Background: an optimization exercise with open tools, aiming at small area, a short achievable clock period and few clock cycles per item. Do not read the settings as production practice.
Where RTL was checked, it was by simulation tests only, not by an equivalence proof against the original.
Power and IR drop assume default switching activity.

==> zinc <==
Design scmcv_top, start of the top module:
module scmcv_top (
   input  logic        clock,
   input  logic        reset,
   input  logic        start,
   output logic        busy,
   input  logic [1:0]  req_cmd,
   input  logic [15:0] req_target_cv,
   input  logic [3:0]  req_target_knob,
   input  logic [15:0] req_current_cv,
   input  logic [3:0]  req_current_knob,
   input  logic [15:0] req_morph_cv,
   input  logic [14:0] req_morph_knob,
   input  logic [15:0] req_type_buttons,
   input  logic [15:0] req_focus_mask,
   input  logic [3:0]  req_scene_slot,
   input  logic [3:0]  req_channel_slot,
   input  logic [14:0] req_write_value,
   output logic        rsp_strobe,
   output logic [3:0]  rsp_channel,
   output logic [15:0] rsp_cv_out,
   output logic        rsp_type_light,
   output logic        rsp_last,
   input  logic        psel,
   input  logic        penable,
   input  logic        pwrite,
   input  logic [2:0]  paddr,
   input  logic [31:0] pwdata,
   output logic [31:0] prdata,
   output logic        pready
);
clock: 12.0 ns
lec_check: 0
cap_margin: 20
core_margin: 2
core_utilization: 35
place_density: 0.55
slew_margin: 20
synth_memory_max_bits: 16384
standard.sh (not shown) runs the stock make flow with config.mk's settings and CLKGATE_MAP_FILE= SYNTH_SCRIPT=/design/flow/synth_recipe.tcl, a recipe that flattens the netlist after the stock synthesis.
==> flow/flow/run.sh <==
#!/bin/bash
# ORFS layout: the standard synthesis, then the standard steps with a setup
# margin (timing repair keeps working below the period) and larger clock-sink clusters.
set -euo pipefail
bash standard.sh synth > synth.log 2>&1
bash standard.sh SETUP_SLACK_MARGIN=8.0 CTS_BUF_LIST=sky130_fd_sc_hd__clkbuf_16 CTS_CLUSTER_SIZE=28 CTS_CLUSTER_DIAMETER=80 finish > layout.log 2>&1
==> juniper (differences from zinc) <==
==> flow/flow/run.sh (replaced) <==
#!/bin/bash
# ORFS layout: the standard synthesis, then the standard steps with a setup
# margin (timing repair keeps working below the period) and larger clock-sink clusters.
set -euo pipefail
bash standard.sh synth > synth.log 2>&1
bash standard.sh SETUP_SLACK_MARGIN=8.0 CTS_BUF_LIST=sky130_fd_sc_hd__clkbuf_16 CTS_CLUSTER_SIZE=20 CTS_CLUSTER_DIAMETER=60 finish > layout.log 2>&1
==> notes <==
zinc passed the timing, design-rule and antenna checks. juniper ran to the end with no violations. Against zinc, the total power of juniper is larger by about 10%. Clock skew: juniper is lower than zinc (0.058 ns). Of juniper and zinc, juniper has the higher clock power (gap 32%, measured against zinc). Against zinc, the count of clock-buffer cells in the layout of juniper is higher by 105.
Function was not checked in any run of this note: the RTL went through the layout flow alone.

* * *

==> inputs of v9 <==
Another version of the RTL of scmcv_top (not shown whole).
## scmcv_top
module scmcv_top (
   input  logic        clock,
   input  logic        reset,
   input  logic        start,
   output logic        busy,
   input  logic [1:0]  req_cmd,
   input  logic [15:0] req_target_cv,
   input  logic [3:0]  req_target_knob,
   input  logic [15:0] req_current_cv,
   input  logic [3:0]  req_current_knob,
   input  logic [15:0] req_morph_cv,
   input  logic [14:0] req_morph_knob,
   input  logic [15:0] req_type_buttons,
   input  logic [15:0] req_focus_mask,
   input  logic [3:0]  req_scene_slot,
   input  logic [3:0]  req_channel_slot,
   input  logic [14:0] req_write_value,
   output logic        rsp_strobe,
   output logic [3:0]  rsp_channel,
   output logic [15:0] rsp_cv_out,
   output logic        rsp_type_light,
   output logic        rsp_last,
   input  logic        psel,
   input  logic        penable,
   input  logic        pwrite,
   input  logic [2:0]  paddr,
   input  logic [31:0] pwdata,
   output logic [31:0] prdata,
   output logic        pready
);
export LEC_CHECK = 0
export CAP_MARGIN = 20
export CORE_MARGIN = 2
export CORE_UTILIZATION = 35
export PLACE_DENSITY = 0.55
export SLEW_MARGIN = 20
export SYNTH_MEMORY_MAX_BITS = 16384
create_clock -name core_clock -period 12.0 [get_ports {clock}]
==> flow/flow/run.sh <==
#!/bin/bash
# ORFS layout: the standard synthesis, then the standard steps with a setup
# margin (timing repair keeps working below the period) and larger clock-sink clusters.
set -euo pipefail
bash standard.sh synth > synth.log 2>&1
bash standard.sh SETUP_SLACK_MARGIN=8.3 CTS_BUF_LIST=sky130_fd_sc_hd__clkbuf_16 CTS_CLUSTER_SIZE=24 CTS_CLUSTER_DIAMETER=70 CORE_UTILIZATION=55 PLACE_DENSITY=0.70 finish > layout.log 2>&1
==> inputs of v14, as changes to v9 <==
--- a/flow/design.v
+++ b/flow/design.v
@@ -78,11 +78,12 @@
    output logic        pready
 );
    localparam int NE   = 3;     
    localparam int TAPS = 8;     
    localparam int ROWS = 17;    
-   logic        busy_ff;
+   logic        busy_ff;       
+   logic        idle_ff;       
    logic        acc;
    logic        acc_ff;
    logic [1:0]  rq_cmd;
    logic [11:0] rq_cur_l, rq_tgt_l;      
    logic [1:0]  rq_cur_c, rq_tgt_c;      
@@ -109,13 +110,13 @@
       if (c[1])      sel_pick = l[11:8];
       else if (c[0]) sel_pick = l[7:4];
       else           sel_pick = l[3:0];
    endfunction
    assign busy = busy_ff;
-   assign acc  = start & ~busy_ff;
+   assign acc  = start & idle_ff;
    always_ff @(posedge clock) begin
-      if (!busy_ff) begin
+      if (idle_ff) begin
          rq_cmd   <= req_payload.cmd;
          rq_tgt_l  <= sel_lut(req_payload.target_cv[15:12], req_payload.target_knob);
          rq_cur_l  <= sel_lut(req_payload.current_cv[15:12], req_payload.current_knob);
          rq_tgt_c  <= {ge_const(req_payload.target_cv[11:0], 12'd2731),
                        ge_const(req_payload.target_cv[11:0], 12'd1366)};
@@ -273,11 +274,11 @@
       end
       {bd_neg, bd_two, bd_one} = booth(mcl);
       {bc_neg, bc_two, bc_one} = booth(mccl);
    end
    always_ff @(posedge clock) begin
-      if (!busy_ff) begin
+      if (idle_ff) begin
          rq_focus <= req_payload.focus_mask;
       end else if (rd_en) begin
          rq_focus <= {1'b0, rq_focus[15:1]};
       end
    end
@@ -1923,10 +1924,11 @@
                || (e_cnt >= 3'(NE)) || ((e_cnt == 3'(NE - 1)) && wr_in);
    end
    always_ff @(posedge clock) begin
       if (reset) begin
          busy_ff    <= 1'b1;
+         idle_ff    <= 1'b0;
          acc_ff     <= 1'b0;
          clr_ff     <= 1'b1;
          clr_cnt    <= 4'd0;
          ph         <= 4'd0;
          pos        <= 4'd0;
@@ -1941,10 +1943,11 @@
          p3         <= 1'b0;
          p4         <= 1'b0;
          p5         <= 1'b0;
       end else begin
          busy_ff    <= busy_next;
+         idle_ff    <= !busy_next;
          acc_ff     <= acc;
          clr_ff     <= clr_next;
          clr_cnt    <= clr_ff ? clr_cnt + 4'd1 : 4'd0;
          ph         <= ph + 4'd1;
          pos        <= pos_next;
==> flow/flow/run.sh (replaced) <==
#!/bin/bash
# ORFS layout: the standard synthesis, then the standard steps with a setup
# margin (timing repair keeps working below the period) and larger clock-sink clusters.
set -euo pipefail
bash standard.sh synth > synth.log 2>&1
bash standard.sh SETUP_SLACK_MARGIN=8.3 CTS_BUF_LIST=sky130_fd_sc_hd__clkbuf_16 CTS_CLUSTER_SIZE=24 CTS_CLUSTER_DIAMETER=70 CORE_UTILIZATION=65 PLACE_DENSITY=0.80 finish > layout.log 2>&1
==> inputs of v38, as changes to v9 <==
--- a/flow/design.v
+++ b/flow/design.v
@@ -78,11 +78,12 @@
    output logic        pready
 );
    localparam int NE   = 3;     
    localparam int TAPS = 8;     
    localparam int ROWS = 17;    
-   logic        busy_ff;
+   logic        busy_ff;       
+   logic        idle_ff;       
    logic        acc;
    logic        acc_ff;
    logic [1:0]  rq_cmd;
    logic [11:0] rq_cur_l, rq_tgt_l;      
    logic [1:0]  rq_cur_c, rq_tgt_c;      
@@ -109,13 +110,13 @@
       if (c[1])      sel_pick = l[11:8];
       else if (c[0]) sel_pick = l[7:4];
       else           sel_pick = l[3:0];
    endfunction
    assign busy = busy_ff;
-   assign acc  = start & ~busy_ff;
+   assign acc  = start & idle_ff;
    always_ff @(posedge clock) begin
-      if (!busy_ff) begin
+      if (idle_ff) begin
          rq_cmd   <= req_payload.cmd;
          rq_tgt_l  <= sel_lut(req_payload.target_cv[15:12], req_payload.target_knob);
          rq_cur_l  <= sel_lut(req_payload.current_cv[15:12], req_payload.current_knob);
          rq_tgt_c  <= {ge_const(req_payload.target_cv[11:0], 12'd2731),
                        ge_const(req_payload.target_cv[11:0], 12'd1366)};
@@ -273,11 +274,11 @@
       end
       {bd_neg, bd_two, bd_one} = booth(mcl);
       {bc_neg, bc_two, bc_one} = booth(mccl);
    end
    always_ff @(posedge clock) begin
-      if (!busy_ff) begin
+      if (idle_ff) begin
          rq_focus <= req_payload.focus_mask;
       end else if (rd_en) begin
          rq_focus <= {1'b0, rq_focus[15:1]};
       end
    end
@@ -1923,10 +1924,11 @@
                || (e_cnt >= 3'(NE)) || ((e_cnt == 3'(NE - 1)) && wr_in);
    end
    always_ff @(posedge clock) begin
       if (reset) begin
          busy_ff    <= 1'b1;
+         idle_ff    <= 1'b0;
          acc_ff     <= 1'b0;
          clr_ff     <= 1'b1;
          clr_cnt    <= 4'd0;
          ph         <= 4'd0;
          pos        <= 4'd0;
@@ -1941,10 +1943,11 @@
          p3         <= 1'b0;
          p4         <= 1'b0;
          p5         <= 1'b0;
       end else begin
          busy_ff    <= busy_next;
+         idle_ff    <= !busy_next;
          acc_ff     <= acc;
          clr_ff     <= clr_next;
          clr_cnt    <= clr_ff ? clr_cnt + 4'd1 : 4'd0;
          ph         <= ph + 4'd1;
          pos        <= pos_next;
==> flow/flow/run.sh (replaced) <==
#!/bin/bash
# ORFS layout with the standard synthesis, then the standard ORFS steps with:
#  - larger clock-sink clusters of clkbuf_16 for a smaller clock tree;
#  - a denser placement.
# Each step's full output goes to synth.log and layout.log here (and ORFS's own logs).
set -euo pipefail
bash standard.sh synth > synth.log 2>&1
bash standard.sh SETUP_SLACK_MARGIN=8.3 CTS_BUF_LIST=sky130_fd_sc_hd__clkbuf_16 CTS_CLUSTER_SIZE=24 CTS_CLUSTER_DIAMETER=70 CORE_UTILIZATION=55 PLACE_DENSITY=0.70 finish > layout.log 2>&1
==> qor summary <==
Max_slew headroom: v14 19.7%; v9 23.9%; v38 23.0%
Last element of the critical path: v14 rsp_type_light; v9 busy; v38 rsp_channel[3]
Slowest cell delay on critical path: v14 330 ps; v9 360 ps; v38 330 ps
Sequential cell area: v14 95400 sq um; v9 95400 sq um; v38 95400 sq um
Flops & latches, synth: v14 4675; v9 4674; v38 4675
Cts bufs inserted: v14 224; v9 227; v38 223
Result of the run: v14 complete, no violations; v9 complete, no violations; v38 complete, no violations
Met2 demand-to-capacity share in global routing: v14 49.0%; v9 40.6%; v38 39.6%
Count of instances resized after the clock tree is built: v14 173; v9 156; v38 177
Area share of xor/xnor cells in the synthesized design: v14 2.44%; v9 2.48%; v38 2.44%
WP buf/inv: v14 1; v9 2; v38 1
Part of the Yosys area used for sequential elements: v14 69.3%; v9 69.5%; v38 69.3%
Initial antenna violation count: v14 22; v9 30; v38 17
Vertical die dimension: v14 464 um; v9 503 um; v38 504 um
Hold wc startpoint: v14 u_core.u_store.g_row[16].q[47]; v9 u_core.u_store.g_row[7].q[234]; v38 u_core.u_store.g_row[2].q[238]
Maximum net fanout on the critical path: v14 1; v9 2; v38 1
Net Sw Frac: v14 22.4%; v9 22.5%; v38 22.4%
GP Congestion: v14 0.974; v9 0.979; v38 0.977
Vias in the first global route: v14 81600; v9 79100; v38 80200
Critical Path Slowest Stage Cell: v14 sky130_fd_sc_hd__dfxtp_2; v9 sky130_fd_sc_hd__dfxtp_4; v38 sky130_fd_sc_hd__dfxtp_2
Placed cell count: v14 12800; v9 13300; v38 13400
Cells after synthesis: v14 10300; v9 10200; v38 10300
Post-detailed-placement cell area: v14 142000 sq um; v9 142000 sq um; v38 142000 sq um
Worst slack at placement: v14 6760 ps; v9 6770 ps; v38 6680 ps
Worst voltage drop across the vdd grid: v14 174 uV; v9 156 uV; v38 161 uV
Starting utilization of the core area: v14 65.5%; v9 55.2%; v38 55.3%
Crit path time final: v14 3770 ps; v9 3890 ps; v38 3750 ps
Testbench counts of v14, summed over its fixed seeds: cycles 11,540, ticks 514.
Testbench counts of v38, summed over its fixed seeds: cycles 11,540, ticks 514.
For v9, only the layout was checked, not whether the RTL still works.

==> static timing again, ports no longer ideal <==
The flow's constraints put no driver on any port. The routed layouts listed below were extracted and timed again, unchanged, in two steps.
Step 1 (the two cells are an assumption about what drives the block):
set clk [get_ports {clock}]
set_driving_cell -lib_cell sky130_fd_sc_hd__clkbuf_16 $clk
set_driving_cell -lib_cell sky130_fd_sc_hd__buf_2 [delete_from_list [all_inputs] $clk]
Step 2, shift: input delay + t, output delay - t, t = (earliest + latest rising clock arrival at the registers) / 2. This alone moves slack from input paths to output paths.
Slacks: no drivers / after step 1 / after step 2; pairs: no drivers / after step 1.
run	t, ns	setup WS [ns]	latest minus earliest clock arrival (ns)	slew at the worst register clock pin (ns)	cell pins on the clock port's net
zinc	1.002	7.151 / 7.218 / 6.217	0.146 / 0.147	0.11 / 0.11	1
juniper	1.006	7.233 / 7.304 / 6.298	0.081 / 0.081	0.09 / 0.09	1
v9	1.024	8.110 / 7.994 / 7.421	0.096 / 0.097	0.10 / 0.10	1
v14	1.006	8.232 / 8.135 / 7.375	0.089 / 0.089	0.10 / 0.10	1
v38	1.000	8.253 / 8.151 / 7.444	0.101 / 0.101	0.10 / 0.10	1
After both steps setup and hold are still met in every run listed. The setup slack of juniper, which loses most, moves by +0.071 ns with the drivers and by -0.935 ns with both steps.
